Context: an optimization exercise on an open-source flow, tuned for small area, a short achievable clock period and few clock cycles. The choices shown serve that exercise and are no tape-out recipe. The RTL was checked by simulation tests, not by an equivalence proof against the original design. Power and IR drop assume default switching activity.

==> flow/design.v <==
package ipdc_pkg;
  typedef enum logic [2:0] {
    OP_LOAD    = 3'b000,
    OP_RIGHT   = 3'b001,
    OP_DOWN    = 3'b010,
    OP_DEFAULT = 3'b011,
    OP_ZOOM    = 3'b100,
    OP_LEFT    = 3'b101,
    OP_UP      = 3'b110,
    OP_NOP     = 3'b111
  } ipdc_op_e;
endpackage
module ipdc_img_buf (
  input  logic        i_clk,
  input  logic        i_we,
  input  logic [3:0]  i_wring,
  input  logic [23:0] i_wdata,
  input  logic [7:0]  i_rsel,
  input  logic [7:0]  i_psel,
  output logic [23:0] o_rd_data
);
  logic [63:0][23:0] fb;    
  logic [7:0][23:0]  rowd;
  always_ff @(posedge i_clk) begin
    for (int m = 0; m < 16; m++) begin
      fb[4*m+0] <= fb[4*m+1];
      fb[4*m+1] <= fb[4*m+2];
      fb[4*m+2] <= fb[4*m+3];
      fb[4*m+3] <= (i_we && i_wring == 4'(m)) ? i_wdata : fb[4*m+0];
    end
  end
  always_comb begin
    for (int r = 0; r < 8; r++) begin
      rowd[r] = '0;
      for (int c = 0; c < 8; c++)
        rowd[r] = rowd[r] | ({24{i_psel[c]}} & fb[r*8+c]);
    end
    o_rd_data = '0;
    for (int r = 0; r < 8; r++)
      o_rd_data = o_rd_data | ({24{i_rsel[r]}} & rowd[r]);
  end
endmodule
module ipdc_window_engine
#(
  parameter int unsigned DATA_W  = 24,
  parameter int unsigned IMG_DIM = 8,
  parameter int unsigned WIN_DIM = 4
) (
  input  logic              i_clk,
  input  logic              i_rst,
  input  logic              i_op_valid,
  input  logic [2:0]        i_op_mode,
  input  logic              i_in_valid,
  input  logic [DATA_W-1:0] i_in_data,
  output logic              o_in_ready,
  input  logic              i_out_ready,
  output logic              o_out_valid,
  output logic [DATA_W-1:0] o_out_data
);
  logic [4:0]  ro_q, co_q;
  logic        two_q;
  logic        act_q;
  logic [3:0]  n_q;
  logic [7:0]  rsel_q, csl_q, psel_q;
  logic        arr_q;
  logic [5:0]  acnt_q, wk_q;
  logic [3:0][23:0] dl_q;
  logic [3:0]  v_q;
  logic [1:0]  ph_q;
  logic        skid_v_q;
  logic [23:0] skid_q;
  logic        accept, acc_load, acc_disp, rd_fire, arr_last, we;
  logic [4:0]  ro_nx, co_nx, r_inc, r_dec, c_inc, c_dec;
  logic        two_nx;
  logic [23:0] rd_data, wdata;
  logic        act_nx, arr_nx, skid_v_nx, rd_done_nx, ld_busy_nx;
  logic [3:0]  n_nx, v_nx, take;
  logic [5:0]  wk_nx;
  logic [1:0]  ph_nx;
  logic [7:0]  rsel_nx, csl_nx, psel_nx;
  ipdc_img_buf u_img_buf (
    .i_clk     (i_clk),
    .i_we      (we),
    .i_wring   (wk_q[5:2]),
    .i_wdata   (wdata),
    .i_rsel    (rsel_q),
    .i_psel    (psel_q),
    .o_rd_data (rd_data)
  );
  assign accept   = i_op_valid && o_in_ready;
  assign acc_load = accept && (i_op_mode == 3'b000);
  assign acc_disp = accept && (i_op_mode != 3'b000) && (i_op_mode != 3'b111);
  assign rd_fire  = act_q && !skid_v_q;
  assign arr_last = arr_q && i_in_valid && (acnt_q == 6'd63);
  always_comb begin
    take = 4'b0000;
    if (v_q[3])      take = 4'b1000;
    else if (v_q[2]) take = 4'b0100;
    else if (v_q[1]) take = 4'b0010;
    else if (v_q[0]) take = 4'b0001;
    wdata = ({24{take[0]}} & dl_q[0]) | ({24{take[1]}} & dl_q[1]) |
            ({24{take[2]}} & dl_q[2]) | ({24{take[3]}} & dl_q[3]);
  end
  assign we = (v_q != 4'b0000) && (ph_q == wk_q[1:0]);
  always_comb begin
    v_nx  = {v_q[2:0] & ~(take[2:0] & {3{we}}), arr_q && i_in_valid};
    wk_nx = acc_load ? 6'd0 : wk_q + 6'(we);
    ph_nx = acc_load ? 2'd3 : ph_q + 2'd1;
    arr_nx = acc_load || (arr_q && !arr_last);
    ld_busy_nx = arr_nx || ((v_nx != 4'b0000) && !((wk_nx == 6'd63) && (ph_nx == 2'd3)));
  end
  assign r_inc = (two_q ? ro_q[0] : !ro_q[4]) ? {ro_q[3:0], 1'b0} : ro_q;
  assign c_inc = (two_q ? co_q[0] : !co_q[4]) ? {co_q[3:0], 1'b0} : co_q;
  assign r_dec = ro_q[0] ? ro_q : {1'b0, ro_q[4:1]};
  assign c_dec = co_q[0] ? co_q : {1'b0, co_q[4:1]};
  always_comb begin
    ro_nx  = ro_q;
    co_nx  = co_q;
    two_nx = two_q;
    case (i_op_mode)
      3'b001: co_nx = c_inc;
      3'b101: co_nx = c_dec;
      3'b010: ro_nx = r_inc;
      3'b110: ro_nx = r_dec;
      3'b011: begin ro_nx = 5'b00001; co_nx = 5'b00001; two_nx = 1'b1; end
      3'b100: begin ro_nx = 5'b00100; co_nx = 5'b00100; two_nx = 1'b0; end
      default: ;
    endcase
  end
  always_comb begin
    rsel_nx = rsel_q;
    csl_nx  = csl_q;
    if (acc_disp) begin
      act_nx  = 1'b1;
      n_nx    = 4'd0;
      rsel_nx = {3'b000, ro_nx};
      csl_nx  = {3'b000, co_nx};
    end else if (rd_fire) begin
      act_nx = (n_q != 4'd15);
      n_nx   = n_q + 4'd1;
      if (n_q[1:0] == 2'd3) begin
        csl_nx  = {3'b000, co_q};
        rsel_nx = two_q ? {rsel_q[5:0], 2'b00} : {rsel_q[6:0], 1'b0};
      end else begin
        csl_nx  = two_q ? {csl_q[5:0], 2'b00} : {csl_q[6:0], 1'b0};
      end
    end else begin
      act_nx = act_q;
      n_nx   = n_q;
    end
    for (int h = 0; h < 2; h++)
      for (int p = 0; p < 4; p++)
        psel_nx[4*h+p] = csl_nx[4*h + ((p + int'(ph_nx)) % 4)];
    skid_v_nx  = (o_out_valid && !i_out_ready) && (skid_v_q || rd_fire);
    rd_done_nx = !act_nx || ((n_nx == 4'd15) && !skid_v_nx);
  end
  always_ff @(posedge i_clk) begin
    if (i_rst) begin
      o_in_ready  <= 1'b1;
      ro_q        <= 5'b00001;
      co_q        <= 5'b00001;
      two_q       <= 1'b1;
      act_q       <= 1'b0;
      arr_q       <= 1'b0;
      v_q         <= 4'b0000;
      skid_v_q    <= 1'b0;
      o_out_valid <= 1'b0;
    end else begin
      o_in_ready <= !ld_busy_nx && rd_done_nx;
      act_q      <= act_nx;
      arr_q      <= arr_nx;
      v_q        <= v_nx;
      skid_v_q   <= skid_v_nx;
      if (!o_out_valid || i_out_ready)
        o_out_valid <= skid_v_q || rd_fire;
      if (acc_disp) begin
        ro_q  <= ro_nx;
        co_q  <= co_nx;
        two_q <= two_nx;
      end
    end
  end
  always_ff @(posedge i_clk) begin
    dl_q   <= {dl_q[2:0], i_in_data};
    ph_q   <= ph_nx;
    wk_q   <= wk_nx;
    n_q    <= n_nx;
    rsel_q <= rsel_nx;
    csl_q  <= csl_nx;
    psel_q <= psel_nx;
    if (acc_load) acnt_q <= '0;
    else if (arr_q && i_in_valid) acnt_q <= acnt_q + 6'd1;
    if (!o_out_valid || i_out_ready)
      o_out_data <= skid_v_q ? skid_q : rd_data;
    if (rd_fire && o_out_valid && !i_out_ready)
      skid_q <= rd_data;
  end
endmodule
export LEC_CHECK = 0
export CAP_MARGIN = 20
export CORE_MARGIN = 2
export CORE_UTILIZATION = 55
export CTS_BUF_LIST = sky130_fd_sc_hd__clkbuf_4 sky130_fd_sc_hd__clkbuf_8
export CTS_CLUSTER_DIAMETER = 45
export CTS_CLUSTER_SIZE = 20
export SETUP_SLACK_MARGIN = 3.0
export SLEW_MARGIN = 20
create_clock -name core_clock -period 5.5 [get_ports {i_clk}]
run.sh (not shown) runs the stock make flow with config.mk's settings and CLKGATE_MAP_FILE= SYNTH_SCRIPT=/design/flow/synth_recipe.tcl, a recipe that flattens the netlist after the stock synthesis.
Testbench counts at the start, summed over its fixed seeds: cycles 16,041.
Edit:
CTS_BUF_LIST = sky130_fd_sc_hd__clkbuf_8   (was sky130_fd_sc_hd__clkbuf_4 sky130_fd_sc_hd__clkbuf_8)
CTS_CLUSTER_DIAMETER = 60   (was 45)
CTS_CLUSTER_SIZE = 16   (was 20)
=> The changed run produced a clean layout; die area is unchanged; critical path depth is lower by 6; clock-buffer cell count is lower by 30; routed wire length hardly moves; final cell count is lower slightly; cell area is lower slightly; sequential share of layout area is higher by 0.99 points; setup slack is better by 0.081 ns.
Edit:
CTS_BUF_LIST = default   (was sky130_fd_sc_hd__clkbuf_8)
CTS_CLUSTER_DIAMETER = default   (was 60)
CTS_CLUSTER_SIZE = default   (was 16)
SETUP_SLACK_MARGIN = 3.4   (was 3.0)
After rerunning:
- die area is unchanged
- clock skew drops by 0.023 ns
- setup slack got worse by 0.057 ns
- clock power came out higher by 68%
Edit:
CTS_BUF_LIST = sky130_fd_sc_hd__clkbuf_8   (was default)
CTS_CLUSTER_DIAMETER = 45   (was default)
CTS_CLUSTER_SIZE = 16   (was default)
SETUP_SLACK_MARGIN = 3.0   (was 3.4)
What happened: The new run went through all stages and came out clean; power is lower by about a fifth; clock skew came out higher by 0.011 ns; sequential cell count is unchanged; maximum frequency increases slightly; clock-buffer cell count came out lower by 94; worst setup slack gets better by 0.034 ns; die area does not change; critical path depth does not change; routed wire length falls by about a fifth.


RTL: the design.v shown in full above, as it stands there.
clock: 5.5 ns
lec_check: 0
cap_margin: 20
core_margin: 2
core_utilization: 40
slew_margin: 20
Testbench counts at the start, summed over its fixed seeds: cycles 16,041.
Rerun with:
CORE_UTILIZATION = 55   (was 40)
CTS_BUF_LIST = sky130_fd_sc_hd__clkbuf_8 sky130_fd_sc_hd__clkbuf_16   (was default)
CTS_CLUSTER_DIAMETER = 45   (was default)
CTS_CLUSTER_SIZE = 16   (was default)
SETUP_SLACK_MARGIN = 3.0   (was default)
After rerunning: Setup slack gets better by 760 ps; wire length came out higher by 11%; die area came out lower by 27%; area after synthesis is unchanged; final cell count came out lower by 6.9%; global-route usage came out higher by 10 points; via count came out higher by 4.0%; clock-buffer cell count came out lower by 75; combinational power came out higher by 38%; utilization came out higher by 17 points; cell area stays flat.

==> what the ideal ports hide <==
The flow's constraints put no driver on any port. The routed layouts listed below were extracted and timed again, unchanged, in two steps. Step 1 sets driving cells, clkbuf_16 on the clock port and buf_2 on the other inputs (assumed; they add their load-dependent delay and slew). Step 2 times the ports against the registers' clock, not the clock port: input delays grow and output delays shrink by t, the midpoint of the rising clock arrivals with the driver on. Slacks: no drivers / after step 1 / after step 2; pairs: no drivers / after step 1.
run | shift t [ns] | slack for setup (ns) | worst setup path after step 2 | clock arrival spread, ns | worst data-port slew with drivers (ns)
the first run of note 1 | 0.917 | 2.837 / 2.805 / 2.235 | input to register | 0.057 / 0.057 | 0.11
the second run of note 1 | 0.891 | 2.918 / 2.851 / 2.240 | input to register | 0.055 / 0.055 | 0.12
the third run of note 1 | 0.855 | 2.861 / 2.785 / 2.422 | input to register | 0.039 / 0.039 | 0.14
the fourth run of note 1 | 0.911 | 2.895 / 2.830 / 2.230 | input to register | 0.047 / 0.047 | 0.12
the first run of note 2 | 0.845 | 2.204 / 2.204 / 1.412 | input to register | 0.038 / 0.039 | 0.06
the second run of note 2 | 0.828 | 2.968 / 2.924 / 2.268 | input to register | 0.031 / 0.030 | 0.11
After both steps setup and hold are still met in every run listed. The setup slack of the first run of note 2, which loses most, moves by 0.000 ns with the drivers and by -0.792 ns with both steps.
